This design comes from an exercise in tuning for small area and a short achievable clock period on the open sky130 flow, not from production work. Where RTL was checked, it was by simulation tests only, not by an equivalence proof against the original. No functional check of the RTL was part of run 6. The flow treats the clock pin as an ideal source, which a real chip does not have. No activity file was given, so power comes from the tool's default toggle rates.

## flow/run.sh

```bash
#!/bin/bash
# The standard layout, with the port buffers as plain buffers, sizing not tied to
# footprints, clock tree synthesis without dummy loads, and extra setup repair after it
bash standard.sh MATCH_CELL_FOOTPRINT=0 "BUFFER_PORTS_ARGS=-buffer_cell sky130_fd_sc_hd__buf_2" \
  "CTS_ARGS=-sink_clustering_enable -repair_clock_nets -dont_use_dummy_load -sink_clustering_size 30 -sink_clustering_max_diameter 80" \
  POST_CTS_TCL=$(pwd)/flow/post_cts.tcl finish > standard.log 2>&1
```

## flow/post_cts.tcl

```tcl
# extra setup repair after clock tree synthesis: the standard repair stops at its worst
# endpoint, so repeat it, sizing up and buffering, to reach the paths behind that one
for {set i 0} {$i < 3} {incr i} {
  repair_timing -setup -setup_margin $::env(SETUP_SLACK_MARGIN) -repair_tns 100 \
    -sequence "sizeup,swap,buffer,clone,split" -verbose
}
detailed_placement
check_placement -verbose
```

## standard.sh

```bash
#!/bin/bash
# synth_recipe.tcl (not shown) runs the flow's synth.tcl, then flattens the netlist and writes it again
# the make line also repeats each setting of config.mk as NAME=value (left out here)
make -C /OpenROAD-flow-scripts/flow DESIGN_CONFIG=/design/flow/config.mk WORK_HOME=/design/flow/orfs CLKGATE_MAP_FILE= SYNTH_SCRIPT=/design/flow/synth_recipe.tcl "${@:-finish}"
```

## config.mk

```make
export PLATFORM = sky130hd
export DESIGN_NAME = robotSensorTop
export DESIGN_NICKNAME = robotSensorTop
export VERILOG_FILES = /design/flow/design.v
export SDC_FILE = /design/flow/constraint.sdc
export NUM_CORES = 4
export LEC_CHECK = 0
export CAP_MARGIN = 20
export CORE_MARGIN = 2
export CORE_UTILIZATION = 65
export PLACE_DENSITY = 0.77
export SETUP_SLACK_MARGIN = 1.9
export SLEW_MARGIN = 20
export TNS_END_PERCENT = 10
```

## constraint.sdc

```tcl
create_clock -name core_clock -period 4.0 [get_ports {clk}]
set_input_delay 0.8000 -clock core_clock [delete_from_list [all_inputs] [get_ports {clk}]]
set_output_delay 0.8000 -clock core_clock [all_outputs]
set_load 0.01 [all_outputs]
```

## design.v

```verilog
package robotSensorPkg;
	typedef struct packed {
		logic towerTurn;	 
		logic reserved;
		logic startIn;
		logic [5-1:0] limitSwitch;
		logic [1:0] odoDir;	 
		logic gripperDir;
		logic [1:0] rakeDir;	 
		logic [1:0] propDir;	 
		logic boardId;
	} statusWord_t;
	typedef union packed {
		logic [16-1:0] raw;
		statusWord_t status;
	} regWord_t;
	typedef enum logic [1:0] {
		beaconIdle,
		beaconReceiving,
		beaconGap	 
	} beaconState_t;
endpackage
`timescale 1ns/1ns
module encoderChannel #(
	parameter bit invertDir = 1'b0	 
) (
	input  logic clk,
	input  logic reset,
	input  logic encA,
	input  logic encB,
	input  logic clearCounts,
	output logic [16-1:0] countA,
	output logic [16-1:0] countB,
	output logic dirPositive,
	output logic riseA,	 
	output logic riseB
);
	logic [1:0] syncA;	 
	logic [1:0] syncB;
	logic prevA;
	logic prevB;
	always_ff @(posedge clk, posedge reset) begin
		if (reset) begin
			syncA <= '0;
			syncB <= '0;
			prevA <= 1'b0;
			prevB <= 1'b0;
		end else begin
			syncA <= {syncA[0], encA};
			syncB <= {syncB[0], encB};
			prevA <= syncA[1];
			prevB <= syncB[1];
		end
	end
	assign riseA = syncA[1] & ~prevA;
	assign riseB = syncB[1] & ~prevB;
	always_ff @(posedge clk) begin
		if (clearCounts) begin
			countA <= 16'(riseA);
			countB <= 16'(riseB);
		end else begin
			countA <= countA + 16'(riseA);
			countB <= countB + 16'(riseB);
		end
	end
	always_ff @(posedge clk, posedge reset) begin
		if (reset) begin
			dirPositive <= 1'b0;
		end else if (riseA) begin
			dirPositive <= syncB[1] ^ invertDir;
		end
	end
endmodule
`timescale 1ns/1ns
module speedSampler #(
	parameter int unsigned windowCycles = 500000
) (
	input  logic clk,
	input  logic reset,
	input  logic [7-1:0][16-1:0] countA,
	input  logic [7-1:0][16-1:0] countB,
	input  logic [7-1:0] riseA,	 
	input  logic [7-1:0] riseB,
	input  logic towerTick,
	output logic clearCounts,
	output logic running,	 
	output logic speedValid,	 
	output logic [7-1:0][16-1:0] axisSpeed,
	output logic [16-1:0] towerSpeed
);
	logic windowEnd;	 
	logic windowLate;	 
	logic [16-1:0] towerCount;
	generate
		if (windowCycles == 500000) begin : genLfsr
			localparam logic [18:0] LAST_BUT_TWO = 19'h2ad12;
			logic [18:0] winState;
			always_ff @(posedge clk, posedge reset) begin
				if (reset) begin
					winState <= '0;
					windowLate <= 1'b0;
					windowEnd <= 1'b0;
				end else begin
					winState <= windowEnd ? 19'd0 :
						{winState[17:0], ~(winState[18] ^ winState[17] ^ winState[16] ^ winState[13])};
					windowLate <= (winState == LAST_BUT_TWO);
					windowEnd <= windowLate;
				end
			end
		end else begin : genBinary
			localparam int winWidth = (windowCycles > 1) ? $clog2(windowCycles) : 1;
			logic [winWidth-1:0] winCount;
			always_ff @(posedge clk, posedge reset) begin
				if (reset) begin
					winCount <= '0;
				end else if (winCount == winWidth'(windowCycles - 1)) begin
					winCount <= '0;
				end else begin
					winCount <= winCount + 1'b1;
				end
			end
			assign windowEnd = (winCount == winWidth'(windowCycles - 1));
			assign windowLate = (winCount == winWidth'(windowCycles - 2));
		end
	endgenerate
	always_ff @(posedge clk, posedge reset) begin
		if (reset) begin
			running <= 1'b0;
		end else begin
			running <= 1'b1;
		end
	end
	assign clearCounts = windowEnd | ~running;
	always_ff @(posedge clk) begin
		if (clearCounts) begin
			towerCount <= 16'(towerTick);
		end else begin
			towerCount <= towerCount + 16'(towerTick);
		end
	end
	logic [7-1:0] lowCarry;
	logic [7-1:0][16-1:0] pairHalf;
	always_ff @(posedge clk) begin
		for (int i = 0; i < 7; i++) begin
			lowCarry[i] <= ((10'(countA[i][7:0]) + 10'(countB[i][7:0]) + 10'(riseA[i]) + 10'(riseB[i])) >= 10'd256)
				& ~(riseA[i] & (&countA[i][7:0])) & ~(riseB[i] & (&countB[i][7:0]));
		end
	end
	always_comb begin
		for (int i = 0; i < 7; i++) begin
			logic [8:0] lowSum;
			logic [8:0] highSum;
			lowSum = 9'(countA[i][7:0]) + 9'(countB[i][7:0]);
			highSum = 9'(countA[i][15:8]) + 9'(countB[i][15:8]) + 9'(lowCarry[i]);
			pairHalf[i] = {highSum, lowSum[7:1]};
		end
	end
	always_ff @(posedge clk, posedge reset) begin
		if (reset) begin
			speedValid <= 1'b0;
		end else if (windowEnd) begin
			speedValid <= 1'b1;
		end
	end
	always_ff @(posedge clk) begin
		if (windowEnd) begin
			axisSpeed <= pairHalf;
			towerSpeed <= towerCount;
		end
	end
endmodule
`timescale 1ns/1ns
module beaconDecoder #(
	parameter int unsigned glitchTicks = 20
) (
	input  logic clk,
	input  logic reset,
	input  logic towerA,
	input  logic laserSync,
	input  logic laserSign,
	input  logic running,	 
	output logic beaconValid,	 
	output logic towerTick,
	output logic towerTurn,
	output logic [16-1:0] beaconStart,
	output logic [16-1:0] beaconEnd
);
	localparam int tickWidth = (glitchTicks > 0) ? $clog2(glitchTicks + 1) : 1;
	logic [1:0] syncTower;
	logic [1:0] syncPulse;
	logic [1:0] syncSign;
	logic towerPrev;
	logic pulsePrev;
	logic turnEdge;	 
	logic signHigh;
	logic [16-1:0] angle;
	robotSensorPkg::beaconState_t state;
	logic [tickWidth-1:0] gapTicks;
	logic [16-1:0] pendingStart;
	logic [16-1:0] pendingEnd;
	logic captureStart;
	logic captureEnd;
	logic holdExpired;
	always_ff @(posedge clk, posedge reset) begin
		if (reset) begin
			syncTower <= '0;
			syncPulse <= '0;
			syncSign <= '0;
			towerPrev <= 1'b0;
			pulsePrev <= 1'b0;
		end else begin
			syncTower <= {syncTower[0], towerA};
			syncPulse <= {syncPulse[0], laserSync};
			syncSign <= {syncSign[0], laserSign};
			towerPrev <= syncTower[1];
			pulsePrev <= syncPulse[1];
		end
	end
	assign towerTick = syncTower[1] & ~towerPrev;
	assign turnEdge = syncPulse[1] & ~pulsePrev;
	assign signHigh = syncSign[1];
	always_ff @(posedge clk, posedge reset) begin
		if (reset) begin
			towerTurn <= 1'b0;
		end else if (turnEdge) begin
			towerTurn <= ~towerTurn;
		end
	end
	always_ff @(posedge clk) begin
		if (turnEdge | ~running) begin
			angle <= '0;
		end else begin
			angle <= angle + 16'(towerTick);
		end
	end
	assign captureStart = (state == robotSensorPkg::beaconIdle) & signHigh;
	assign captureEnd = (state == robotSensorPkg::beaconReceiving) & ~signHigh;
	assign holdExpired = (state == robotSensorPkg::beaconGap) & (gapTicks == tickWidth'(glitchTicks));
	always_ff @(posedge clk, posedge reset) begin
		if (reset) begin
			state <= robotSensorPkg::beaconIdle;
			gapTicks <= '0;
			beaconValid <= 1'b0;
		end else begin
			case (state)
				robotSensorPkg::beaconIdle: begin
					if (captureStart) begin
						state <= robotSensorPkg::beaconReceiving;
					end
				end
				robotSensorPkg::beaconReceiving: begin
					if (captureEnd) begin
						state <= robotSensorPkg::beaconGap;
						gapTicks <= '0;
					end
				end
				robotSensorPkg::beaconGap: begin
					if (holdExpired) begin
						state <= robotSensorPkg::beaconIdle;
						beaconValid <= 1'b1;
					end else if (signHigh) begin
						state <= robotSensorPkg::beaconReceiving;	 
					end else if (towerTick) begin
						gapTicks <= gapTicks + 1'b1;
					end
				end
				default: state <= robotSensorPkg::beaconIdle;
			endcase
		end
	end
	always_ff @(posedge clk) begin
		if (holdExpired) begin
			beaconStart <= pendingStart;
			beaconEnd <= pendingEnd;
		end
	end
	always_ff @(posedge clk) begin
		if (captureStart) begin
			pendingStart <= angle;
		end
		if (captureEnd) begin
			pendingEnd <= angle;	 
		end
	end
endmodule
`timescale 1ns/1ns
module wbRegisterFile (
	input  logic clk,
	input  logic reset,
	input  logic wbCyc,
	input  logic wbStb,
	input  logic wbWe,
	input  logic [4-1:0] wbAdr,
	input  logic [16-1:0] wbDatIn,
	output logic [16-1:0] wbDatOut,
	output logic wbAck,
	input  logic [7-1:0][16-1:0] axisSpeed,
	input  logic [7-1:0] axisDir,
	input  logic [16-1:0] towerSpeed,
	input  logic [16-1:0] beaconStart,
	input  logic [16-1:0] beaconEnd,
	input  logic speedValid,
	input  logic beaconValid,
	input  logic towerTurn,
	input  logic [5-1:0] limitSwitch,
	input  logic startIn,
	input  logic boardId,
	input  logic [1:0] key,
	output logic [1:0] irqN
);
	localparam int syncWidth = 5 + 4;
	logic [syncWidth-1:0] syncStage;
	logic [syncWidth-1:0] syncOut;
	logic [5-1:0] switchSync;
	logic startSync;
	logic idSync;
	logic [1:0] keySync;
	logic [1:0] configLow;	 
	logic [16-3:0] configHigh;	 
	logic configValid;	 
	logic configWrite;
	logic [1:0] configLowNext;
	logic [16-1:0] statusWord;
	logic [16-1:0] readData;
	logic request;
	always_ff @(posedge clk, posedge reset) begin
		if (reset) begin
			syncStage <= '0;
			syncOut <= '0;
		end else begin
			syncStage <= {key, boardId, startIn, limitSwitch};
			syncOut <= syncStage;
		end
	end
	assign {keySync, idSync, startSync, switchSync} = syncOut;
	assign statusWord = {towerTurn, 1'b0, startSync, switchSync,
		axisDir[3], axisDir[2], axisDir[4],
		axisDir[6], axisDir[5],
		axisDir[1], axisDir[0], idSync};
	assign request = wbCyc & wbStb & ~wbAck;	 
	always_comb begin
		case (wbAdr)
			4'd0: readData = statusWord;
			4'd1: readData = speedValid ? axisSpeed[0] : '0;
			4'd2: readData = speedValid ? axisSpeed[1] : '0;
			4'd3: readData = speedValid ? axisSpeed[2] : '0;
			4'd4: readData = speedValid ? axisSpeed[3] : '0;
			4'd5: readData = speedValid ? axisSpeed[4] : '0;
			4'd6: readData = speedValid ? axisSpeed[5] : '0;
			4'd7: readData = speedValid ? axisSpeed[6] : '0;
			4'd8: readData = speedValid ? towerSpeed : '0;
			4'd9: readData = beaconValid ? beaconStart : '0;
			4'd10: readData = beaconValid ? beaconEnd : '0;
			4'd11: readData = {configValid ? configHigh : 14'd0, configLow};
			default: readData = '0;	 
		endcase
	end
	assign configWrite = request && wbWe && (wbAdr == 4'(11));
	assign configLowNext = configWrite ? wbDatIn[1:0] : configLow;
	always_ff @(posedge clk, posedge reset) begin
		if (reset) begin
			wbAck <= 1'b0;
			configLow <= '0;
			configValid <= 1'b0;
		end else begin
			wbAck <= request;
			configLow <= configLowNext;	 
			if (configWrite) begin
				configValid <= 1'b1;
			end
		end
	end
	assign irqN = keySync | ~configLow;
	always_ff @(posedge clk) begin
		if (configWrite) begin
			configHigh <= wbDatIn[16-1:2];
		end
	end
	always_ff @(posedge clk) begin
		wbDatOut <= readData;
	end
endmodule
`timescale 1ns/1ns
module robotSensorTop #(
	parameter int unsigned windowCycles = 500000,
	parameter int unsigned glitchTicks = 20
) (
	input  logic clk,
	input  logic reset,
	input  logic [7-1:0] encA,
	input  logic [7-1:0] encB,
	input  logic towerA,
	input  logic laserSync,
	input  logic laserSign,
	input  logic [5-1:0] limitSwitch,
	input  logic startIn,
	input  logic boardId,
	input  logic [1:0] key,
	input  logic wbCyc,
	input  logic wbStb,
	input  logic wbWe,
	input  logic [4-1:0] wbAdr,
	input  logic [16-1:0] wbDatIn,
	output logic [16-1:0] wbDatOut,
	output logic wbAck,
	output logic [1:0] irqN
);
	localparam logic [7-1:0] invertMask = 7'b0000110;
	logic [7-1:0][16-1:0] countA;
	logic [7-1:0][16-1:0] countB;
	logic [7-1:0][16-1:0] axisSpeed;
	logic [7-1:0] axisDir;
	logic [7-1:0] riseA;
	logic [7-1:0] riseB;
	logic clearCounts;
	logic running;
	logic speedValid;
	logic beaconValid;
	logic towerTick;
	logic towerTurn;
	logic [16-1:0] towerSpeed;
	logic [16-1:0] beaconStart;
	logic [16-1:0] beaconEnd;
	for (genvar g = 0; g < 7; g++) begin : genAxis
		encoderChannel #(.invertDir(invertMask[g])) i_encoder (
			.clk(clk),
			.reset(reset),
			.encA(encA[g]),
			.encB(encB[g]),
			.clearCounts(clearCounts),
			.countA(countA[g]),
			.countB(countB[g]),
			.dirPositive(axisDir[g]),
			.riseA(riseA[g]),
			.riseB(riseB[g])
		);
	end
	speedSampler #(.windowCycles(windowCycles)) i_speedSampler (
		.clk(clk),
		.reset(reset),
		.countA(countA),
		.countB(countB),
		.riseA(riseA),
		.riseB(riseB),
		.towerTick(towerTick),
		.clearCounts(clearCounts),
		.running(running),
		.speedValid(speedValid),
		.axisSpeed(axisSpeed),
		.towerSpeed(towerSpeed)
	);
	beaconDecoder #(.glitchTicks(glitchTicks)) i_beaconDecoder (
		.clk(clk),
		.reset(reset),
		.towerA(towerA),
		.laserSync(laserSync),
		.laserSign(laserSign),
		.running(running),
		.beaconValid(beaconValid),
		.towerTick(towerTick),
		.towerTurn(towerTurn),
		.beaconStart(beaconStart),
		.beaconEnd(beaconEnd)
	);
	wbRegisterFile i_registerFile (
		.clk(clk),
		.reset(reset),
		.wbCyc(wbCyc),
		.wbStb(wbStb),
		.wbWe(wbWe),
		.wbAdr(wbAdr),
		.wbDatIn(wbDatIn),
		.wbDatOut(wbDatOut),
		.wbAck(wbAck),
		.axisSpeed(axisSpeed),
		.axisDir(axisDir),
		.towerSpeed(towerSpeed),
		.beaconStart(beaconStart),
		.beaconEnd(beaconEnd),
		.speedValid(speedValid),
		.beaconValid(beaconValid),
		.towerTurn(towerTurn),
		.limitSwitch(limitSwitch),
		.startIn(startIn),
		.boardId(boardId),
		.key(key),
		.irqN(irqN)
	);
endmodule
```

==> reports/qor.log, run 1 <==
[run_status] outcome finished clean
[synthesis] per-instance average area after synthesis 11.0 sq um
[sta] Final Hold Vio Count 0
[synthesis] synth top area cells edfxtp_1 23%, dfxtp_1 21%, dfrtp_1 10%
[grt] antenna violations before repair 0
[synthesis] Post-Synthesis Cells 2415
[drt] routed vias/inst 5.94
[drt] DRT iter0 DRCs 1366
[synthesis] distinct cell type count after synthesis 69
[power] peak ir drop on the vdd network 0.315 mV
[sta] number of pins exceeding their max-slew limit in the final report 0
[floorplanning] floorplan die area 42500 sq um
[finish] ANT cells 0
[floorplanning] vertical die dimension 206 um
[placement] Setup WS pre-CTS 1290 ps
[grt] maximum number of pins on one net before global-route repair 149
[power] PwrDens 358 nW/um^2
[placement] final weighted congestion in routability-driven placement 0.918
[synthesis] top cell type by total area after synthesis edfxtp_1
[grt] vias in the first global route 17378
[min_path] worst min-delay path category in -> async
[setup_path] Crit path arrival time 2670 ps
[floorplanning] top-level I/O count 70
[power] relative contribution of the clock network to total power 0.306
[synthesis] share of flip-flops with an asynchronous set or reset 0.186
[sta] post-route setup TNS 0 ps
[finish] leading cell type in the layout, fill and taps excluded dfxtp_1
[drt] total length of routed wires 58000 um
[drt] via count 17891
[cts] clock sink total 596
[sta] final setup vio count 0
[flow_run] number of maximum-capacitance constraint violations 0
[sta] relative max-transition margin 0.446
[cts] Worst-Skew Late Latency 620 ps
[synthesis] total of flip-flops plus latches after synthesis 596
[placement] sum of net half-perimeters after detailed placement 42300 um
[sta] post-route clock skew 77.4 ps
[setup_path] worst-path maximum fanout 3
[floorplanning] initial core utilization 0.655
[sta] unrepaired setup endpoints after global routing yes
[sta] Worst Max-Slew Pin Slew 829 ps
[drt] Pre-antenna DRT Iters 7
[synthesis] area share of the leading cell type in the synthesized netlist 0.233
[floorplanning] core footprint 40600 sq um
[synthesis] Yosys warning total 5
[placement] I/O Buffers 69
[finish] leading cell types in the layout, fill and taps excluded 270 x dfxtp_1, 263 x nor2_1, 206 x edfxtp_1, 181 x nand2_1, 167 x xor2_1
[power] internal power summed over all cells 7.97 mW
[finish] fraction of layout cells with a size suffix above 1 0.0851
[setup_path] path type of the worst setup path reg -> reg
[synthesis] top_reg_cell synth dfxtp_1
[synthesis] Post-synth EDFFs 206
[sta] shortest clock period the worst path allows after layout 2170 ps
[synthesis] Syn Nets 2638
[finish] number of nets in the final layout 2705
[cts] post-CTS clock slew at the launch and capture registers of the worst setup and hold paths 100 ps
[synthesis] cell area after synthesis 26600 sq um
[finish] filler instances 2910
[grt] wire length of the first global-routing pass 91800 um
[drt] antenna-violating nets left 0
[setup_path] crit start category register
[drt] DRC violations left 0
[power] sequential cell fraction of total power 0.643
[power] switching power total 2.25 mW
[grt] total global routing overflow 0
[finish] layout overhead on the synthesized area 7.50%
[finish] multi-input gate area in the final layout 11700 sq um
[setup_path] kind of end point of the critical path register
[power] Switching Share 0.220
[floorplanning] floorplan die width 206 um
[floorplanning] Std-Cell Rows 74
[power] leakage power of the design 11.6 nW
[finish] area occupied by registers 14600 sq um
[drt] detailed-route wire length per cell 19.3 um
[synthesis] sequential-to-total area share from yosys stat 0.548
[sta] maximum achievable frequency 460 MHz
[power] combinational group share of total power 0.051
[sta] min setup slack post-route 1830 ps
[grt] global routing usage summed across all routing layers 0.276
[setup_path] Req. time, crit path 4500 ps
[sta] Period Utilization, post-route 0.543
[cts] TritonCTS clock tree yes
==> critical path: stages, from the launching register on <==
cell and delay, ps:
dfxtp_2 350, ha_4 170, inv_2 50, fa_2 190, nor2b_1 60, o311a_1 310, or4_1 410, o311a_1 140
a311oi_1 290, nor2_1 70
==> cells by family (layout without fill, tap and decap cells) <==
kind of cell / Yosys count / count (layout) / synth area share
AO/OA/AOI/OAI: 369 / 369 / 0.0928
XOR/XNOR: 274 / 274 / 0.0903
adder cells (fa/ha/maj): 172 / 172 / 0.0870
buffers and inverters: 136 / 201 / 0.0196
flip-flops: 596 / 596 / 0.548
multiplexers: 5 / 5 / 0.00212
other: 1 / 1 / 0.000141
AND/OR/NAND/NOR: 862 / 862 / 0.160
==> through the flow <==
step	total power, mW	cells	hold WS (ps)	cell area (sq um)	util
floorplan	7.02	2415	331	26700	-
global placement	7.18	2974	331	27500	0.679
detailed placement	7.21	2974	335	27500	0.679
global route	10.5	3012	247	28600	0.704
finish	10.2	3012	228	28600	0.704
==> final timing paths <==
path,from,to,slack [ps],cells past startpoint
setup / recovery,genAxis[2].i_encoder.countA[0],i_speedSampler.lowCarry[2],1830,9
hold / removal,reset,i_beaconDecoder.gapTicks[3],230,3
setup reg to reg,genAxis[2].i_encoder.countA[0],i_speedSampler.lowCarry[2],1830,9
hold reg to reg,i_registerFile.syncStage[4],i_registerFile.syncOut[4],330,0
max in group asynchronous,reset,i_speedSampler.speedValid,3000,3
min in group core_clock,encA[1],genAxis[1].i_encoder.syncA[0],270,1
==> cell usage after synthesis, types with 7 or more instances <==
| cell type | number |
|---|---|
| a21o_1 | 23 |
| o21a_1 | 12 |
| a211oi_1 | 11 |
| or3_1 | 27 |
| buf_2 | 9 |
| nor2_1 | 267 |
| edfxtp_1 | 206 |
| a2bb2oi_1 | 7 |
| clkbuf_1 | 43 |
| a21oi_1 | 100 |
| o21bai_1 | 13 |
| nor4_1 | 7 |
| and3_1 | 44 |
| dfrtp_1 | 111 |
| xnor2_1 | 107 |
| a22o_1 | 20 |
| nand2b_1 | 22 |
| dfxtp_1 | 279 |
| and2_1 | 20 |
| nand3_1 | 111 |
| or2_2 | 10 |
| o21ai_0 | 69 |
| a222oi_1 | 14 |
| and4_1 | 25 |
| ha_1 | 151 |
| fa_1 | 21 |
| nand2_1 | 181 |
| nand4_1 | 58 |
| inv_1 | 82 |
| a22oi_1 | 58 |
| nor3_1 | 19 |
| nor2b_1 | 50 |
| xor2_1 | 167 |
==> cell type report <==
cell class,count,area share
clock buffers,30,0.0263
inverters,82,0.0110
multi-input cells,1683,0.410
flip-flops and latches,596,0.510
well taps,532,0.0233
repair buffers,89,0.0191
==> sequential cells by signal, summed over array words and instances (netlist names), 9 cells and up <==
signal / flops
i_registerFile.configHigh: 14
genAxis.i_encoder.countB: 112
i_registerFile.syncOut: 9
i_speedSampler.axisSpeed: 112
genAxis.i_encoder.syncB: 14
genAxis.i_encoder.countA: 112
i_beaconDecoder.pendingEnd: 16
i_beaconDecoder.beaconEnd: 16
i_registerFile.syncStage: 9
i_speedSampler.genLfsr.winState: 19
i_speedSampler.towerSpeed: 16
i_speedSampler.towerCount: 16
i_beaconDecoder.pendingStart: 16
i_registerFile.wbDatOut: 16
i_beaconDecoder.beaconStart: 16
genAxis.i_encoder.syncA: 14
i_beaconDecoder.angle: 16
==> power by group through the flow <==
stage	Clock [mW]	Combinational [mW]	Sequential [mW]
3_5_place_dp	0	0.504	6.70
3_3_place_gp	0	0.483	6.69
6_report	3.13	0.520	6.57
2_1_floorplan	0	0.368	6.66
5_1_grt	3.36	0.592	6.59
==> layer usage <==
layer / vias to the layer above / global-route usage / share of wire
li1: 8668 / - / -
met1: 8661 / 0.374 / 0.44
met2: 439 / 0.456 / 0.48
met3: 123 / 0.0410 / 0.051
met4: 0 / 0.0936 / 0.037
met5: - / 0 / 0
==> inputs of run 2 (changes only) <==
==> flow/run.sh (replaced) <==
#!/bin/bash
# The standard layout, with the port buffers as plain buffers, sizing not tied to
# footprints, clock tree synthesis without dummy loads, and extra setup repair after it
bash standard.sh MATCH_CELL_FOOTPRINT=0 "BUFFER_PORTS_ARGS=-buffer_cell sky130_fd_sc_hd__buf_2" \
  "CTS_ARGS=-sink_clustering_enable -repair_clock_nets -dont_use_dummy_load -sink_clustering_size 40 -sink_clustering_max_diameter 60" \
  POST_CTS_TCL=$(pwd)/flow/post_cts.tcl finish > standard.log 2>&1
--- a/config.mk
+++ b/config.mk
@@ -11,4 +11,3 @@
 export PLACE_DENSITY = 0.77
 export SETUP_SLACK_MARGIN = 1.9
 export SLEW_MARGIN = 20
-export TNS_END_PERCENT = 10
==> run 2 against run 1 <==
Against the previous run: final area grew 2.3%; synthesized cell count is the same; critical path type unchanged; clock skew shrank 6.4 ps; via count grew 2.6%; cell count grew 1.3%; count of clock-buffer cells in the layout grew 8; combinational power grew 5.6%; synthesized area is the same; total power grew 4.5%.
==> reports/qor.log, run 2 <==
[run_status] outcome finished clean
[synthesis] per-instance average area after synthesis 11.0 sq um
[sta] post-route setup TNS 0 ps
[setup_path] kind of end point of the critical path register
[sta] final setup vio count 0
[placement] sum of net half-perimeters after detailed placement 43200 um
[sta] Period Utilization, post-route 0.539
[finish] fraction of layout cells with a size suffix above 1 0.125
[drt] DRT iter0 DRCs 1753
[synthesis] top_reg_cell synth dfxtp_1
[sta] relative max-transition margin 0.267
[finish] leading cell type in the layout, fill and taps excluded nor2_1
[drt] detailed-route wire length per cell 19.9 um
[setup_path] critical path's most frequent cell o311a_1
[synthesis] area share of the leading cell type in the synthesized netlist 0.233
[drt] DRC violations left 0
[finish] layout overhead on the synthesized area 10.0%
[setup_path] worst-path maximum fanout 5
[synthesis] share of flip-flops with an asynchronous set or reset 0.186
[synthesis] Post-Synthesis Cells 2415
[drt] total length of routed wires 60800 um
[synthesis] top cell type by total area after synthesis edfxtp_1
[power] leakage power of the design 11.9 nW
[finish] number of nets in the final layout 2743
[setup_path] Crit Reg-Reg Endpoint i_speedSampler.lowCarry[2]
[synthesis] leading post-synthesis cells by instance count 279 x dfxtp_1, 267 x nor2_1, 206 x edfxtp_1, 181 x nand2_1, 167 x xor2_1
[sta] post-route clock skew 70.9 ps
[floorplanning] vertical die dimension 206 um
[finish] ANT cells 0
[sta] unrepaired setup endpoints after global routing yes
[finish] fin util 0.721
[placement] final weighted congestion in routability-driven placement 0.914
[grt] wire length of the first global-routing pass 93400 um
[min_path] HP Start encA[2]
[synthesis] synth top area cells edfxtp_1 23%, dfxtp_1 21%, dfrtp_1 10%
[grt] antenna violations before repair 0
[min_path] Worst Hold Endpoint genAxis[2].i_encoder.syncA[0]
[sta] Worst Max-Slew Pin Slew 1100 ps
[finish] Finished Cell Area 29200 sq um
[setup_path] launching point of the worst reg2reg path genAxis[2].i_encoder.countA[2]
[setup_path] slack of the worst reg-to-reg path 1850 ps
[drt] routed vias/inst 6.02
[floorplanning] top-level I/O count 70
[synthesis] top-count cell post-synth dfxtp_1
[synthesis] distinct cell type count after synthesis 69
[cts] TritonCTS clock tree yes
[setup_path] highest cell delay on the worst timing path 410 ps
[power] peak ir drop on the vdd network 0.361 mV
[flow_run] number of maximum-capacitance constraint violations 0
[floorplanning] initial core utilization 0.655
[cts] clock sink total 596
[setup_path] Crit path arrival time 2600 ps
[synthesis] sequential-to-total area share from yosys stat 0.548
[setup_path] reg2reg path depth 7
[drt] Pre-antenna DRT Iters 8
[setup_path] sequence of cells on the critical path ha_1, nor2b_1, o311a_1, or4_1, o311a_1, a311oi_2, nor2_1
[sta] Final Hold Vio Count 0
[sta] number of pins exceeding their max-slew limit in the final report 0
[grt] global routing usage summed across all routing layers 0.283
[drt] via count 18363
[floorplanning] floorplan die area 42500 sq um
[finish] top flop regs genAxis.i_encoder.countA (112), genAxis.i_encoder.countB (112), i_speedSampler.axisSpeed (112)
[grt] total global routing overflow 0
[power] PwrDens 366 nW/um^2
[synthesis] total of flip-flops plus latches after synthesis 596
[setup_path] Slowest cell on crit path or4_1
[setup_path] Req. time, crit path 4440 ps
[placement] area after detailed placement 27600 sq um
[cts] Worst-Skew Late Latency 600 ps
[finish] leading cell types in the layout, fill and taps excluded 263 x nor2_1, 242 x dfxtp_1, 206 x edfxtp_1, 181 x nand2_1, 165 x xor2_1
[setup_path] path type of the worst setup path reg -> reg
[synthesis] Yosys warning total 5
[grt] vias in the first global route 17534
[drt] antenna-violating nets left 0
[floorplanning] core footprint 40600 sq um
[synthesis] Syn Nets 2638
[floorplanning] floorplan die width 206 um
[min_path] worst min-delay path category in -> reg
[cts] post-CTS clock slew at the launch and capture registers of the worst setup and hold paths 110 ps
[sta] maximum achievable frequency 464 MHz
[synthesis] cell area after synthesis 26600 sq um
[floorplanning] Std-Cell Rows 74
[min_path] hold path depth 1
[sta] shortest clock period the worst path allows after layout 2150 ps
[setup_path] crit start category register
[grt] maximum number of pins on one net before global-route repair 112
[placement] I/O Buffers 69
[synthesis] Post-synth EDFFs 206
-- run 2: changes by cell type in the layout (fill, tap and decap cells not counted), moves of 10 or more --
cell     previous run  this run
buf_4              16        44
dfxtp_1           270       242
dfxtp_2             9        31
inv_1              76        66
o21ai_0            69        53
o21ai_1             0        15
-- run 2: area by class of cell --
cell class / instances / area, sq um
Clock buffer: 38 / 951
Fill cell: 2865 / 11300
Inverter: 82 / 320
Multi-Input combinational cell: 1685 / 11900
Sequential cell: 596 / 14600
Tap cell: 532 / 666
Timing Repair Buffer: 116 / 738
Timing Repair inverter: 1 / 7.51
-- run 2: through the flow --
step / setup WS [ps] / hold WS (ps) / std cells / power (mW)
global placement: 1440 / 332 / 2975 / 7.18
finish: 1850 / 308 / 3050 / 10.7
floorplan: 1450 / 331 / 2415 / 7.03
global route: 1730 / 282 / 3050 / 11.1
detailed placement: 1410 / 335 / 2975 / 7.22
-- run 2: cells by family after synthesis --
logic type               share of synthesized area
buffers and inverters                       0.0196
adder cells (fa/ha/maj)                     0.0870
flip-flops                                   0.548
AO/OA/AOI/OAI                               0.0928
multiplexers                               0.00212
other                                     0.000141
AND/OR/NAND/NOR                              0.160
XOR/XNOR                                    0.0903
-- run 2: critical path: cells and delay by family, from the launching register on --
kind	cells	cell delay, ps
adder cells (fa/ha/maj)	1	350
AND/OR/NAND/NOR	3	630
flip-flops	1	350
AO/OA/AOI/OAI	3	720
-- run 2: worst max-delay path by stage --
stage / slack [ps] / to / startpoint / depth (start not counted)
finish: 1850 / i_speedSampler.lowCarry[2] / genAxis[2].i_encoder.countA[2] / 7
global route: 1730 / i_speedSampler.lowCarry[2] / genAxis[2].i_encoder.countB[0] / 9
detailed placement: 1410 / i_registerFile.wbDatOut[6] / wbAdr[1] / 7
global placement: 1440 / i_registerFile.wbDatOut[6] / wbAdr[1] / 7
floorplan: 1450 / genAxis[3].i_encoder.countA[8] / i_speedSampler.windowEnd / 5
-- run 2: routing by layer --
layer  vias to the layer above  wire [um]  global-route usage
met1                      9012      26000               0.386
met5                         -          0                   0
met4                         0       2330               0.109
met2                       486      29000               0.464
met3                       112       3540              0.0380
li1                       8753          -                   -
-- run 2: power by group --
group	leakage (nW)	switching, mW	internal (mW)
clock	0.468	1.87	1.69
combinational	5.77	0.342	0.207
sequential	5.69	0.125	6.45
total	11.9	2.34	8.35
==> inputs of run 3 (changes only) <==
==> flow/run.sh (replaced) <==
#!/bin/bash
# The standard layout, with the port buffers as plain buffers, sizing not tied to
# footprints, clock tree synthesis without dummy loads, and extra setup repair after it
bash standard.sh MATCH_CELL_FOOTPRINT=0 "BUFFER_PORTS_ARGS=-buffer_cell sky130_fd_sc_hd__buf_2" \
  "CTS_ARGS=-sink_clustering_enable -repair_clock_nets -dont_use_dummy_load -sink_clustering_size 25 -sink_clustering_max_diameter 60" \
  POST_CTS_TCL=$(pwd)/flow/post_cts.tcl finish > standard.log 2>&1
==> run 3 against run 2 <==
Against the previous run: register-to-register slack about the same; die area unchanged; hold slack better by 9.1 ps; critical endpoint is now i_speedSampler.lowCarry[4]; combinational power is 1% lower; clock skew shrank 11 ps; synthesized cell count did not move; largest power group unchanged; global-route usage shrank 0.085 points; wire length about the same; count of clock-buffer cells in the layout is 2 higher; flip-flop and latch count stayed put; cell count stayed put; via count rose by 0.39%.
==> reports/qor.log, run 3 <==
[run_status] outcome finished clean
[floorplanning] top-level I/O count 70
[drt] DRC violations left 0
[synthesis] per-instance average area after synthesis 11.0 sq um
[floorplanning] core footprint 40600 sq um
[drt] antenna-violating nets left 0
[synthesis] Yosys warning total 5
[power] post-route total power 10.8 mW
[synthesis] Post-synth EDFFs 206
[synthesis] synth top area cells edfxtp_1 23%, dfxtp_1 21%, dfrtp_1 10%
[grt] global routing usage summed across all routing layers 0.282
[power] peak ir drop on the vdd network 0.361 mV
[cts] Worst-Skew Late Latency 600 ps
[finish] layout overhead on the synthesized area 10.1%
[synthesis] top-count cell post-synth dfxtp_1
[synthesis] total of flip-flops plus latches after synthesis 596
[synthesis] cell area after synthesis 26600 sq um
[drt] detailed-routed wire length on met3 3260 um
[synthesis] share of flip-flops with an asynchronous set or reset 0.186
[setup_path] Crit path arrival time 2570 ps
[setup_path] crit start category register
[drt] via count 18434
[drt] wire length on met2 29000 um
[grt] maximum number of pins on one net before global-route repair 112
[placement] area after detailed placement 27600 sq um
[finish] leading cell type in the layout, fill and taps excluded nor2_1
[synthesis] sequential-to-total area share from yosys stat 0.548
[synthesis] distinct cell type count after synthesis 69
[drt] detailed-route wire length per cell 19.9 um
[setup_path] critical path's most frequent cell o21a_1
[synthesis] top cell type by total area after synthesis edfxtp_1
[finish] number of nets in the final layout 2743
[setup_path] total buffers and inverters traversed by the critical path 0
[finish] Finished Cell Area 29200 sq um
[cts] post-CTS clock slew at the launch and capture registers of the worst setup and hold paths 90 ps
[grt] total global routing overflow 0
[synthesis] leading post-synthesis cells by instance count 279 x dfxtp_1, 267 x nor2_1, 206 x edfxtp_1, 181 x nand2_1, 167 x xor2_1
[cts] clock sink total 596
[placement] final weighted congestion in routability-driven placement 0.914
[setup_path] worst-path maximum fanout 3
[placement] I/O Buffers 69
[drt] routed vias/inst 6.04
[sta] post-route setup TNS 0 ps
[sta] Period Utilization, post-route 0.538
[finish] fraction of layout cells with a size suffix above 1 0.124
[setup_path] Slowest cell on crit path fa_2
[setup_path] Req. time, crit path 4420 ps
[drt] total length of routed wires 60800 um
[floorplanning] vertical die dimension 206 um
[sta] Final Hold Vio Count 0
[drt] Pre-antenna DRT Iters 8
[sta] number of pins exceeding their max-slew limit in the final report 0
[grt] wire length of the first global-routing pass 93200 um
[finish] fin util 0.721
[sta] relative max-transition margin 0.307
[floorplanning] initial core utilization 0.655
[grt] vias in the first global route 17449
[sta] maximum achievable frequency 465 MHz
[synthesis] Syn Nets 2638
[drt] routed metal-1 wire length 26400 um
[finish] top flop regs genAxis.i_encoder.countA (112), genAxis.i_encoder.countB (112), i_speedSampler.axisSpeed (112)
[setup_path] highest cell delay on the worst timing path 380 ps
[sta] final setup vio count 0
[synthesis] Post-Synthesis Cells 2415
[power] PwrDens 369 nW/um^2
[finish] filler instances 2856
[floorplanning] Std-Cell Rows 74
[min_path] worst min-delay path category in -> reg
[finish] leading cell types in the layout, fill and taps excluded 264 x nor2_1, 245 x dfxtp_1, 206 x edfxtp_1, 181 x nand2_1, 166 x xor2_1
[finish] ANT cells 0
[drt] top layer reached by signal wires met4
[drt] DRT iter0 DRCs 1743
[synthesis] top_reg_cell synth dfxtp_1
[cts] TritonCTS clock tree yes
[sta] Worst Max-Slew Pin Slew 1040 ps
[flow_run] number of maximum-capacitance constraint violations 0
[setup_path] cell class contributing the biggest share of worst-path delay compound AO/OA/AOI/OAI gates
[placement] sum of net half-perimeters after detailed placement 43200 um
[setup_path] kind of end point of the critical path register
[setup_path] sequence of cells on the critical path ha_2, fa_2, a211oi_2, nor2_1, o31a_1, o21a_1, o21a_1, a41o_1
[grt] antenna violations before repair 0
[sta] unrepaired setup endpoints after global routing yes
[sta] post-route clock skew 59.6 ps
[power] leakage power of the design 11.9 nW
[setup_path] path type of the worst setup path reg -> reg
[floorplanning] floorplan die width 206 um
[synthesis] area share of the leading cell type in the synthesized netlist 0.233
[sta] shortest clock period the worst path allows after layout 2150 ps
[sta] worst slack on hold paths 317 ps
[floorplanning] floorplan die area 42500 sq um
-- run 3: changes by cell type in the layout (fill, tap and decap cells not counted), sizes merged --
| cell | previous run | this run |
|---|---|---|
| buf | 115 | 114 |
| clkbuf | 39 | 41 |
| nor2b | 51 | 50 |
-- run 3: path summary, 6_finish.rpt --
kind                                           startpoint  slack [ps]  depth (start not counted)                       endpoint
hold reg to reg             genAxis[2].i_encoder.syncA[0]         320                          0  genAxis[2].i_encoder.syncA[1]
min in group asynchronous                           reset         380                          3    i_beaconDecoder.syncSign[1]
setup / recovery           genAxis[4].i_encoder.countA[0]        1850                          8     i_speedSampler.lowCarry[4]
max in group asynchronous                           reset        3080                          3       i_speedSampler.windowEnd
hold / removal                                    encB[5]         320                          1  genAxis[5].i_encoder.syncB[0]
setup reg to reg           genAxis[4].i_encoder.countA[0]        1850                          8     i_speedSampler.lowCarry[4]
-- run 3: cells by family after synthesis --
group,count (synthesis),share of synthesized area
muxes,5,0.00212
AOI/OAI and AO/OA,369,0.0928
and+or+nand+nor,862,0.160
xor gates and xnor gates,274,0.0903
DFF,596,0.548
other,1,0.000141
buffers and inverters,136,0.0196
adders and majority gates,172,0.0870
-- run 3: per-stage QoR --
stage	setup slack, ps	std cells
2_1_floorplan	1450	2415
3_3_place_gp	1440	2975
3_5_place_dp	1410	2975
5_1_grt	1780	3050
6_report	1850	3050
-- run 3: layer usage --
metal / track usage / vias up
li1: - / 8757
met4: 0.108 / 0
met1: 0.387 / 9048
met3: 0.0364 / 111
met5: 0 / -
met2: 0.462 / 518
-- run 3: final cells by class --
| cell class | instances | area [sq um] | share of cell area |
|---|---|---|---|
| Sequential cell | 596 | 14600 | 0.499 |
| Multi-Input combinational cell | 1684 | 11900 | 0.407 |
| Timing Repair Buffer | 115 | 756 | 0.0258 |
| Timing Repair inverter | 1 | 7.51 | 0.000257 |
| Clock buffer | 40 | 1000 | 0.0342 |
| Tap cell | 532 | 666 | 0.0228 |
| Inverter | 82 | 320 | 0.0110 |
-- run 3: report_power, final --
group	total, mW	internal, mW	switching, mW
Clock	3.67	1.77	1.89
Sequential	6.58	6.45	0.124
Combinational	0.541	0.202	0.339
Total	10.8	8.43	2.36
==> inputs of run 4 (changes only) <==
==> flow/run.sh (replaced) <==
#!/bin/bash
# The standard layout, with the port buffers as plain buffers, sizing not tied to
# footprints, clock tree synthesis without dummy loads, and extra setup repair after it
bash standard.sh MATCH_CELL_FOOTPRINT=0 "BUFFER_PORTS_ARGS=-buffer_cell sky130_fd_sc_hd__buf_2" \
  "CTS_ARGS=-sink_clustering_enable -repair_clock_nets -dont_use_dummy_load -sink_clustering_size 30 -sink_clustering_max_diameter 80" \
  POST_CTS_TCL=$(pwd)/flow/post_cts.tcl finish > standard.log 2>&1
==> flow/post_cts.tcl (replaced) <==
# extra setup repair after clock tree synthesis: the standard repair stops at its worst
# endpoint; further passes at rising margins reach the paths behind it
foreach m {2.0 2.1 2.2} {
  repair_timing -setup -setup_margin $m -repair_tns 100 -sequence "sizeup,swap,buffer" -verbose
}
detailed_placement
check_placement -verbose
==> run 4 against run 3 <==
Against the previous run: register-to-register slack better by 40 ps; via count up 0.48%; wire length up 1.3%; hold slack worse by 45 ps; combinational power up 13%; sequential share of layout area down 0.95 points; critical endpoint unchanged; highest routed layer unchanged.
==> reports/qor.log, run 4 <==
[run_status] outcome finished clean
[sta] post-route setup TNS 0 ps
[placement] sum of net half-perimeters after detailed placement 43200 um
[setup_path] crit path to i_speedSampler.lowCarry[4]
[drt] DRC violations left 0
[setup_path] Crit path arrival time 2610 ps
[synthesis] cell area after synthesis 26600 sq um
[synthesis] per-instance average area after synthesis 11.0 sq um
[drt] total length of routed wires 61600 um
[floorplanning] initial core utilization 0.655
[finish] top flop regs genAxis.i_encoder.countA (112), genAxis.i_encoder.countB (112), i_speedSampler.axisSpeed (112)
[grt] global routing usage summed across all routing layers 0.289
[floorplanning] floorplan die area 42500 sq um
[sta] Final Hold Vio Count 0
[setup_path] reg2reg path depth 8
[synthesis] synth top area cells edfxtp_1 23%, dfxtp_1 21%, dfrtp_1 10%
[finish] fraction of layout cells with a size suffix above 1 0.186
[sta] shortest clock period the worst path allows after layout 2110 ps
[floorplanning] core footprint 40600 sq um
[grt] wire length of the first global-routing pass 96000 um
[grt] vias in the first global route 17904
[setup_path] highest cell delay on the worst timing path 370 ps
[cts] post-CTS clock slew at the launch and capture registers of the worst setup and hold paths 110 ps
[setup_path] launching point of the worst reg2reg path genAxis[4].i_encoder.countB[0]
[grt] maximum number of pins on one net before global-route repair 112
[drt] routed vias/inst 6.01
[setup_path] total buffers and inverters traversed by the critical path 0
[floorplanning] vertical die dimension 206 um
[synthesis] Syn Nets 2638
[synthesis] area share of the leading cell type in the synthesized netlist 0.233
[cts] Worst-Skew Late Latency 620 ps
[setup_path] Slowest cell on crit path dfxtp_4
[cts] clock sink total 596
[drt] DRT iter0 DRCs 1729
[finish] number of nets in the final layout 2775
[drt] Pre-antenna DRT Iters 8
[grt] total global routing overflow 0
[setup_path] slack of the worst reg-to-reg path 1890 ps
[setup_path] kind of end point of the critical path register
[sta] post-route clock skew 86.2 ps
[synthesis] top-count cell post-synth dfxtp_1
[finish] layout overhead on the synthesized area 12.9%
[min_path] worst min-delay path category in -> reg
[placement] final weighted congestion in routability-driven placement 0.914
[sta] maximum achievable frequency 474 MHz
[setup_path] worst-path maximum fanout 2
[synthesis] top_reg_cell synth dfxtp_1
[synthesis] share of flip-flops with an asynchronous set or reset 0.186
[setup_path] sequence of cells on the critical path ha_4, fa_2, a211oi_2, nor2_2, o31a_1, o21a_1, o21a_1, a41o_1
[finish] leading cell types in the layout, fill and taps excluded 253 x nor2_1, 206 x edfxtp_1, 194 x dfxtp_1, 172 x nand2_1, 166 x xor2_1
[synthesis] leading post-synthesis cells by instance count 279 x dfxtp_1, 267 x nor2_1, 206 x edfxtp_1, 181 x nand2_1, 167 x xor2_1
[setup_path] Crit. path cell count 8
[floorplanning] top-level I/O count 70
[synthesis] Post-Synthesis Cells 2415
[power] peak ir drop on the vdd network 0.332 mV
[synthesis] distinct cell type count after synthesis 69
[synthesis] total of flip-flops plus latches after synthesis 596
[drt] antenna-violating nets left 0
[floorplanning] floorplan die width 206 um
[drt] via count 18522
[cts] TritonCTS clock tree yes
[setup_path] path type of the worst setup path reg -> reg
[finish] leading cell type in the layout, fill and taps excluded nor2_1
[floorplanning] Std-Cell Rows 74
[synthesis] Post-synth EDFFs 206
[sta] relative max-transition margin 0.466
[power] leakage power of the design 12.1 nW
[drt] detailed-route wire length per cell 20.0 um
[finish] ANT cells 0
[synthesis] top cell type by total area after synthesis edfxtp_1
[sta] Period Utilization, post-route 0.528
[sta] final setup vio count 0
[setup_path] Critical path origin genAxis[4].i_encoder.countB[0]
[setup_path] critical path's most frequent cell o21a_1
[placement] I/O Buffers 69
[finish] fin util 0.739
[synthesis] sequential-to-total area share from yosys stat 0.548
[setup_path] cell class contributing the biggest share of worst-path delay compound AO/OA/AOI/OAI gates
[synthesis] Yosys warning total 5
[setup_path] crit start category register
[sta] number of pins exceeding their max-slew limit in the final report 0
[sta] unrepaired setup endpoints after global routing yes
[setup_path] Crit Reg-Reg Endpoint i_speedSampler.lowCarry[4]
[sta] Worst Max-Slew Pin Slew 800 ps
[setup_path] Req. time, crit path 4500 ps
[flow_run] number of maximum-capacitance constraint violations 0
[grt] antenna violations before repair 0
[power] PwrDens 343 nW/um^2
[run 4: kinds of logic (layout without fill, tap and decap cells)]
group                    after synthesis  count (layout)  synth area share
AND/OR/NAND/NOR                      862             863             0.160
XOR/XNOR                             274             274            0.0903
adder cells (fa/ha/maj)              172             172            0.0870
multiplexers                           5               5           0.00212
buffers and inverters                136             270            0.0196
flip-flops                           596             596             0.548
AO/OA/AOI/OAI                        369             369            0.0928
other                                  1               1          0.000141
[run 4: power by group]
group          internal [mW]  total [mW]  switching (mW)  leakage (nW)
Clock                   1.29        3.08            1.79         0.357
Sequential              6.45        6.58           0.129          5.72
Combinational          0.249       0.612           0.363          6.00
[run 4: worst min path at each step]
stage / startpoint / to / slack, ps / depth (start not counted)
floorplan: i_speedSampler.windowLate / i_speedSampler.windowEnd / 330 / 0
global placement: genAxis[0].i_encoder.syncA[0] / genAxis[0].i_encoder.syncA[1] / 330 / 0
detailed placement: genAxis[2].i_encoder.syncA[0] / genAxis[2].i_encoder.syncA[1] / 330 / 0
global route: encA[2] / genAxis[2].i_encoder.syncA[0] / 250 / 1
finish: towerA / i_beaconDecoder.syncTower[0] / 270 / 1
[run 4: stage by stage]
stage          setup WS, ps  power, mW  cell area (sq um)  instances  hold slack [ps]
3_5_place_dp           1410       7.22              27600       2975              335
2_1_floorplan          1450       7.03              26800       2415              331
6_report               1890       10.3              30000       3082              272
5_1_grt                1800       10.6              30000       3082              251
3_3_place_gp           1440       7.18              27600       2975              332
[run 4: layout make-up]
class	count	area, sq um
fill	2739	10600
clock buffer	29	726
tap	532	666
sequential	596	14700
inverter	82	318
timing repair inverter	1	7.51
timing repair buffer	158	1220
multi-input combinational	1684	12400
[run 4: metal layers]
| layer | wire, um | up-vias | GRT usage |
|---|---|---|---|
| met5 | 0 | - | 0 |
| met4 | 1960 | 0 | 0.0852 |
| met3 | 3260 | 102 | 0.0356 |
| met2 | 29900 | 509 | 0.487 |
| met1 | 26500 | 9101 | 0.395 |
| li1 | - | 8810 | - |
==> inputs of run 5 (changes only) <==
==> flow/post_cts.tcl (replaced) <==
# extra setup repair after clock tree synthesis: the standard repair stops at its worst
# endpoint; a further pass that only resizes gates reaches the paths behind it
repair_timing -setup -setup_margin 2.2 -repair_tns 100 -sequence "sizeup,swap" -skip_last_gasp -verbose
detailed_placement
check_placement -verbose
==> run 5 against run 4 <==
Against the previous run: still clean on timing, DRC and antenna; via count is 0.74% lower; total power is 0.27% lower; global-route usage is 0.58 points lower; sequential power hardly changed; count of clock-buffer cells in the layout stayed put; synthesized area stayed put; largest cell class unchanged; largest power group unchanged; highest routed layer unchanged.
==> reports/qor.log, run 5 <==
[drt] total length of routed wires 60600 um
[sta] Worst Max-Slew Pin Slew 969 ps
[drt] DRT iter0 DRCs 1794
[run_status] outcome finished clean
[finish] leading cell type in the layout, fill and taps excluded nor2_1
[sta] shortest clock period the worst path allows after layout 2120 ps
[finish] leading cell types in the layout, fill and taps excluded 252 x nor2_1, 206 x edfxtp_1, 198 x dfxtp_1, 172 x nand2_1, 166 x xor2_1
[drt] detailed-route wire length per cell 20.1 um
[setup_path] Crit path arrival time 2620 ps
[setup_path] Req. time, crit path 4500 ps
[sta] relative max-transition margin 0.351
[floorplanning] core footprint 40600 sq um
[setup_path] kind of end point of the critical path register
[synthesis] area share of the leading cell type in the synthesized netlist 0.233
[sta] post-route setup TNS 0 ps
[finish] layout overhead on the synthesized area 11.0%
[min_path] HP Start towerA
[drt] Pre-antenna DRT Iters 6
[power] peak ir drop on the vdd network 0.332 mV
[synthesis] share of flip-flops with an asynchronous set or reset 0.186
[synthesis] top_reg_cell synth dfxtp_1
[setup_path] total buffers and inverters traversed by the critical path 1
[synthesis] cell area after synthesis 26600 sq um
[synthesis] leading post-synthesis cells by instance count 279 x dfxtp_1, 267 x nor2_1, 206 x edfxtp_1, 181 x nand2_1, 167 x xor2_1
[floorplanning] Std-Cell Rows 74
[synthesis] per-instance average area after synthesis 11.0 sq um
[placement] sum of net half-perimeters after detailed placement 43200 um
[power] internal power summed over all cells 7.97 mW
[synthesis] total of flip-flops plus latches after synthesis 596
[drt] via count 18385
[power] Switching Share 0.222
[grt] maximum number of pins on one net before global-route repair 112
[sta] final setup vio count 0
[floorplanning] vertical die dimension 206 um
[synthesis] synth top area cells edfxtp_1 23%, dfxtp_1 21%, dfrtp_1 10%
[sta] number of pins exceeding their max-slew limit in the final report 0
[synthesis] sequential-to-total area share from yosys stat 0.548
[grt] antenna violations before repair 0
[setup_path] launching point of the worst reg2reg path genAxis[2].i_encoder.countB[0]
[synthesis] Syn Nets 2638
[drt] DRC violations left 0
[cts] Worst-Skew Late Latency 630 ps
[synthesis] top-count cell post-synth dfxtp_1
[grt] wire length of the first global-routing pass 94100 um
[grt] vias in the first global route 17495
[power] post-route total power 10.2 mW
[setup_path] sequence of cells on the critical path ha_4, inv_2, fa_2, nor2b_2, o311a_1, or4_1, o311a_1, a311oi_2, nor2_1
[setup_path] cell class contributing the biggest share of worst-path delay compound AO/OA/AOI/OAI gates
[sta] worst slack on hold paths 267 ps
[floorplanning] floorplan die area 42500 sq um
[flow_run] number of maximum-capacitance constraint violations 0
[synthesis] top cell type by total area after synthesis edfxtp_1
[finish] ANT cells 0
[finish] number of nets in the final layout 2711
[power] relative contribution of the clock network to total power 0.300
[placement] final weighted congestion in routability-driven placement 0.914
[setup_path] crit start category register
[synthesis] Post-Synthesis Cells 2415
[floorplanning] top-level I/O count 70
[sta] maximum achievable frequency 472 MHz
[synthesis] Yosys warning total 5
[power] switching power total 2.27 mW
[drt] antenna-violating nets left 0
[cts] post-CTS clock slew at the launch and capture registers of the worst setup and hold paths 100 ps
[placement] I/O Buffers 69
[setup_path] worst-path maximum fanout 3
[setup_path] Critical path origin genAxis[2].i_encoder.countB[0]
[finish] top flop regs genAxis.i_encoder.countA (112), genAxis.i_encoder.countB (112), i_speedSampler.axisSpeed (112)
[sta] Final Hold Vio Count 0
[power] leakage power of the design 11.8 nW
[sta] Period Utilization, post-route 0.530
[cts] TritonCTS clock tree yes
[drt] routed vias/inst 6.09
[cts] clock sink total 596
[setup_path] Slowest cell on crit path or4_1
[sta] unrepaired setup endpoints after global routing yes
[grt] total global routing overflow 0
[synthesis] Post-synth EDFFs 206
[floorplanning] floorplan die width 206 um
[power] sequential cell fraction of total power 0.643
[finish] fraction of layout cells with a size suffix above 1 0.164
[setup_path] highest cell delay on the worst timing path 400 ps
[synthesis] distinct cell type count after synthesis 69
[setup_path] path type of the worst setup path reg -> reg
[power] combinational group share of total power 0.057
[floorplanning] initial core utilization 0.655
[grt] global routing usage summed across all routing layers 0.283
[min_path] worst min-delay path category in -> reg
[power] PwrDens 348 nW/um^2
[sta] post-route clock skew 88.1 ps
[setup_path] critical path's most frequent cell o311a_1
[run 5: changes by cell type in the layout (fill, tap and decap cells not counted), sizes merged]
cell    delta
buf       -63
clkbuf     -1
[run 5: layout make-up]
type                            count  area (sq um)
Multi-Input combinational cell   1684         12300
Sequential cell                   596         14700
Inverter                           82           318
Timing Repair inverter              1          7.51
Timing Repair Buffer               94           746
Clock buffer                       29           726
Tap cell                          532           666
Fill cell                        2801         11100
[run 5: power by group through the flow]
stage | Sequential, mW | Combinational [mW] | Clock (mW)
2_1_floorplan | 6.66 | 0.375 | 0
3_3_place_gp | 6.69 | 0.491 | 0
3_5_place_dp | 6.71 | 0.517 | 0
5_1_grt | 6.61 | 0.660 | 3.33
6_report | 6.58 | 0.584 | 3.07
[run 5: final timing paths]
| kind | to | slack, ps | depth (start not counted) |
|---|---|---|---|
| max in group asynchronous | i_speedSampler.windowEnd | 3140 | 3 |
| worst min-delay path | i_beaconDecoder.syncTower[0] | 270 | 1 |
| worst min register to register | genAxis[3].i_encoder.syncA[1] | 350 | 0 |
| worst max-delay path | i_speedSampler.lowCarry[2] | 1880 | 9 |
| worst max register to register | i_speedSampler.lowCarry[2] | 1880 | 9 |
| min in group asynchronous | i_beaconDecoder.towerPrev | 330 | 3 |
[run 5: routing by layer]
metal	GRT usage	part of all wire	up-vias
met5	0	0	-
met4	0.0796	0.032	0
met3	0.0317	0.053	100
met2	0.473	0.48	518
met1	0.394	0.43	9076
li1	-	-	8691
[run 5: metrics by stage]
step / utilization / setup slack [ps] / instance area (sq um) / cells
3_3_place_gp: 0.679 / 1440 / 27600 / 2975
2_1_floorplan: - / 1450 / 26800 / 2415
3_5_place_dp: 0.679 / 1410 / 27600 / 2975
5_1_grt: 0.727 / 1770 / 29500 / 3018
6_report: 0.727 / 1880 / 29500 / 3018
[run 5: logic make-up after synthesis]
logic type / Yosys count / synth area share
AO/OA/AOI/OAI: 369 / 0.0928
XOR/XNOR: 274 / 0.0903
adder cells (fa/ha/maj): 172 / 0.0870
buffers and inverters: 136 / 0.0196
flip-flops: 596 / 0.548
multiplexers: 5 / 0.00212
other: 1 / 0.000141
AND/OR/NAND/NOR: 862 / 0.160
==> inputs of run 6 (changes only) <==
--- a/design.v
+++ b/design.v
@@ -95,15 +95,21 @@
 		if (windowCycles == 500000) begin : genLfsr
 			localparam logic [18:0] LAST_BUT_TWO = 19'h2ad12;
 			logic [18:0] winState;
+			always_ff @(posedge clk) begin
+				if (!running) begin
+					winState <= 19'd1;
+				end else if (windowEnd) begin
+					winState <= 19'd0;
+				end else begin
+					winState <= {winState[17:0], ~(winState[18] ^ winState[17] ^ winState[16] ^ winState[13])};
+				end
+			end
 			always_ff @(posedge clk, posedge reset) begin
 				if (reset) begin
-					winState <= '0;
 					windowLate <= 1'b0;
 					windowEnd <= 1'b0;
 				end else begin
-					winState <= windowEnd ? 19'd0 :
-						{winState[17:0], ~(winState[18] ^ winState[17] ^ winState[16] ^ winState[13])};
-					windowLate <= (winState == LAST_BUT_TWO);
+					windowLate <= running & (winState == LAST_BUT_TWO);
 					windowEnd <= windowLate;
 				end
 			end
@@ -239,7 +245,6 @@
 	always_ff @(posedge clk, posedge reset) begin
 		if (reset) begin
 			state <= robotSensorPkg::beaconIdle;
-			gapTicks <= '0;
 			beaconValid <= 1'b0;
 		end else begin
 			case (state)
@@ -251,7 +256,6 @@
 				robotSensorPkg::beaconReceiving: begin
 					if (captureEnd) begin
 						state <= robotSensorPkg::beaconGap;
-						gapTicks <= '0;
 					end
 				end
 				robotSensorPkg::beaconGap: begin
@@ -260,8 +264,6 @@
 						beaconValid <= 1'b1;
 					end else if (signHigh) begin
 						state <= robotSensorPkg::beaconReceiving;	 
-					end else if (towerTick) begin
-						gapTicks <= gapTicks + 1'b1;
 					end
 				end
 				default: state <= robotSensorPkg::beaconIdle;
@@ -269,6 +271,13 @@
 		end
 	end
 	always_ff @(posedge clk) begin
+		if (captureEnd) begin
+			gapTicks <= '0;
+		end else if ((state == robotSensorPkg::beaconGap) && !holdExpired && !signHigh && towerTick) begin
+			gapTicks <= gapTicks + 1'b1;
+		end
+	end
+	always_ff @(posedge clk) begin
 		if (holdExpired) begin
 			beaconStart <= pendingStart;
 			beaconEnd <= pendingEnd;
==> flow/post_cts.tcl (replaced) <==
# extra setup repair after clock tree synthesis: the standard repair stops at its worst
# endpoint, so repeat it, sizing up and buffering, to reach the paths behind that one
for {set i 0} {$i < 3} {incr i} {
  repair_timing -setup -setup_margin $::env(SETUP_SLACK_MARGIN) -repair_tns 100 \
    -sequence "sizeup,swap,buffer,clone,split" -verbose
}
detailed_placement
check_placement -verbose
==> run 6 against run 5 <==
Against the previous run: highest routed layer unchanged; largest cell class unchanged; largest power group unchanged; synthesized cell count decreased by 0.25%; clock power increased by 2%; non-clock buffer count increased by 20; cell count about the same; count of clock-buffer cells in the layout increased by 1; via count decreased by 1.6%; die area decreased by 0.22%; wire length increased by 1.2%; setup slack got worse by 78 ps.
==> reports/qor.log, run 6 <==
[run_status] outcome finished clean
[sta] post-route clock skew 51.7 ps
[power] sequential cell fraction of total power 0.647
[sta] relative max-transition margin 0.467
[cts] TritonCTS clock tree yes
[synthesis] Syn Nets 2627
[floorplanning] floorplan die area 42400 sq um
[sta] maximum achievable frequency 455 MHz
[sta] Worst Max-Slew Pin Slew 799 ps
[sta] Final Hold Vio Count 0
[drt] total length of routed wires 61300 um
[synthesis] Post-synth EDFFs 206
[drt] detailed-route wire length per cell 20.3 um
[power] PwrDens 346 nW/um^2
[setup_path] sequence of cells on the critical path ha_4, fa_2, a211oi_4, o21bai_1, a21oi_1, xnor2_1, nand4_1, a31oi_1
[drt] via count 18085
[synthesis] Yosys warning total 5
[placement] I/O Buffers 69
[synthesis] Post-Synthesis Cells 2409
[sta] Period Utilization, post-route 0.550
[finish] leading cell type in the layout, fill and taps excluded dfxtp_1
[sta] shortest clock period the worst path allows after layout 2200 ps
[sta] post-route setup TNS 0 ps
[power] Switching Share 0.214
[cts] clock sink total 596
[synthesis] area share of the leading cell type in the synthesized netlist 0.233
[setup_path] path type of the worst setup path reg -> reg
[sta] number of pins exceeding their max-slew limit in the final report 0
[setup_path] launching point of the worst reg2reg path genAxis[0].i_encoder.countB[0]
[synthesis] leading post-synthesis cells by instance count 303 x dfxtp_1, 269 x nor2_1, 206 x edfxtp_1, 175 x nand2_1, 167 x xor2_1
[finish] number of nets in the final layout 2716
[setup_path] crit start category register
[power] relative contribution of the clock network to total power 0.313
[floorplanning] core footprint 40000 sq um
[setup_path] slack of the worst reg-to-reg path 1800 ps
[grt] global routing usage summed across all routing layers 0.289
[synthesis] distinct cell type count after synthesis 62
[placement] final weighted congestion in routability-driven placement 0.933
[drt] routed vias/inst 5.99
[sta] unrepaired setup endpoints after global routing yes
[finish] area occupied by registers 14500 sq um
[power] internal power summed over all cells 7.85 mW
[setup_path] highest cell delay on the worst timing path 400 ps
[drt] DRC violations left 0
[synthesis] total of flip-flops plus latches after synthesis 596
[setup_path] Req. time, crit path 4510 ps
[finish] Finished Cell Area 28900 sq um
[min_path] worst min-delay path category in -> async
[finish] layout overhead on the synthesized area 8.97%
[floorplanning] initial core utilization 0.662
[drt] DRT iter0 DRCs 1601
[grt] antenna violations before repair 0
[finish] multi-input gate area in the final layout 11900 sq um
[setup_path] Crit Reg-Reg Endpoint i_speedSampler.lowCarry[0]
[setup_path] kind of end point of the critical path register
[synthesis] share of flip-flops with an asynchronous set or reset 0.146
[setup_path] Slowest cell on crit path fa_2
[finish] fraction of layout cells with a size suffix above 1 0.119
[synthesis] cell area after synthesis 26500 sq um
[grt] vias in the first global route 17361
[power] switching power total 2.13 mW
[floorplanning] Std-Cell Rows 73
[drt] Pre-antenna DRT Iters 8
[finish] top flop regs genAxis.i_encoder.countA (112), genAxis.i_encoder.countB (112), i_speedSampler.axisSpeed (112)
[power] peak ir drop on the vdd network 0.384 mV
[cts] Worst-Skew Late Latency 610 ps
[finish] ANT cells 0
[floorplanning] vertical die dimension 206 um
[cts] post-CTS clock slew at the launch and capture registers of the worst setup and hold paths 100 ps
[flow_run] number of maximum-capacitance constraint violations 0
[synthesis] top-count cell post-synth dfxtp_1
[finish] leading cell types in the layout, fill and taps excluded 271 x dfxtp_1, 267 x nor2_1, 206 x edfxtp_1, 175 x nand2_1, 166 x xor2_1
[power] leakage power of the design 11.9 nW
[drt] antenna-violating nets left 0
[synthesis] top cell type by total area after synthesis edfxtp_1
[floorplanning] floorplan die width 206 um
[setup_path] reg2reg path depth 8
[grt] total global routing overflow 0
[finish] filler instances 2861
[power] combinational group share of total power 0.041
[synthesis] top_reg_cell synth dfxtp_1
[setup_path] worst-path maximum fanout 3
[setup_path] Crit path arrival time 2710 ps
[placement] area after detailed placement 27400 sq um
[grt] wire length of the first global-routing pass 95000 um
[floorplanning] top-level I/O count 70
[synthesis] per-instance average area after synthesis 11.0 sq um
[grt] maximum number of pins on one net before global-route repair 84
[sta] final setup vio count 0
[synthesis] sequential-to-total area share from yosys stat 0.544
[synthesis] synth top area cells edfxtp_1 23%, dfxtp_1 23%, dfrtp_1 8.2%
[placement] sum of net half-perimeters after detailed placement 43600 um
[run 6: final cells by class]
cell class              count  share of cell area
well taps                 525              0.0227
multi-input cells        1680               0.413
inverters                  76              0.0101
clock buffers              30              0.0260
flip-flops and latches    596               0.501
repair buffers            114              0.0266
[run 6: worst max path at each step]
stage | to | from | depth (start not counted) | slack, ps
after floorplan | genAxis[1].i_encoder.countA[10] | i_speedSampler.windowEnd | 5 | 1900
after global placement | i_registerFile.wbDatOut[14] | wbAdr[3] | 7 | 1220
after detailed placement | i_registerFile.wbDatOut[14] | wbAdr[3] | 7 | 1200
after global routing | i_speedSampler.lowCarry[0] | genAxis[0].i_encoder.countA[0] | 8 | 1710
final | i_speedSampler.lowCarry[0] | genAxis[0].i_encoder.countB[0] | 8 | 1800
[run 6: per-layer routing]
metal,up-vias,part of all wire,track usage
met3,93,0.048,0.0311
met2,456,0.48,0.483
met4,0,0.035,0.0893
met1,8890,0.44,0.400
li1,8646,-,-
met5,-,0,0
[run 6: cells by family after synthesis]
family	synth area share
muxes	0.00208
DFF	0.544
adders and majority gates	0.0848
xor gates and xnor gates	0.0948
buffers and inverters	0.0200
AOI/OAI and AO/OA	0.0860
other	0.000141
and+or+nand+nor	0.168
[run 6: per-stage QoR]
step                      power [mW]  hold WS [ps]   util  setup slack, ps  std cells
after global routing            10.3           134  0.722             1710       3021
after detailed placement        6.96           336  0.686             1200       2957
after floorplan                 6.81           331      -             1900       2409
after global placement          6.94           332  0.686             1220       2957
final                           9.98           134  0.722             1800       3021
[run 6: power groups by stage]
stage          Clock [mW]  Combinational (mW)  Sequential [mW]
2_1_floorplan           0               0.261             6.55
3_3_place_gp            0               0.357             6.59
3_5_place_dp            0               0.369             6.59
5_1_grt              3.37               0.457             6.47
6_report             3.12               0.406             6.45
[run 6: critical path, delay by kind of cell (launching register included)]
family	cells	cell delay [ps]
DFF	1	360
AOI/OAI and AO/OA	4	740
and+or+nand+nor	1	180
adders and majority gates	2	560
xor gates and xnor gates	1	250

[what the ideal ports hide]
Ports are ideal in the flow. The routed layouts listed here were re-timed in OpenROAD. Step 1: set_driving_cell puts a clkbuf_16 on clk and a buf_2 on each other input, an assumption about the parent block. Step 2 moves the port delays by t, midway between the first and last clock arrival at a register: inputs arrive t later, outputs are due t later. That takes back most of the time a late clock gives input paths. Three values: no drivers, after step 1, after step 2; two values: the first two.
run | t, ns | slack for setup (ns) | worst hold slack (ns) | clock arrival spread, ns
run 1 | 0.644 | 1.828 / 1.828 / 1.370 | 0.228 / 0.194 / 0.332 | 0.081 / 0.082
run 2 | 0.619 | 1.845 / 1.845 / 1.371 | 0.308 / 0.271 / 0.323 | 0.079 / 0.079
run 3 | 0.617 | 1.849 / 1.849 / 1.422 | 0.317 / 0.284 / 0.319 | 0.068 / 0.068
run 4 | 0.637 | 1.889 / 1.889 / 1.545 | 0.272 / 0.237 / 0.352 | 0.086 / 0.087
run 5 | 0.643 | 1.880 / 1.880 / 1.495 | 0.267 / 0.230 / 0.352 | 0.089 / 0.089
run 6 | 0.649 | 1.802 / 1.802 / 1.311 | 0.134 / 0.097 / 0.349 | 0.057 / 0.057
After both steps setup and hold are still met in every run listed. For run 6, which loses most, drivers alone change the setup slack by 0.000 ns; drivers and shift together by -0.491 ns.
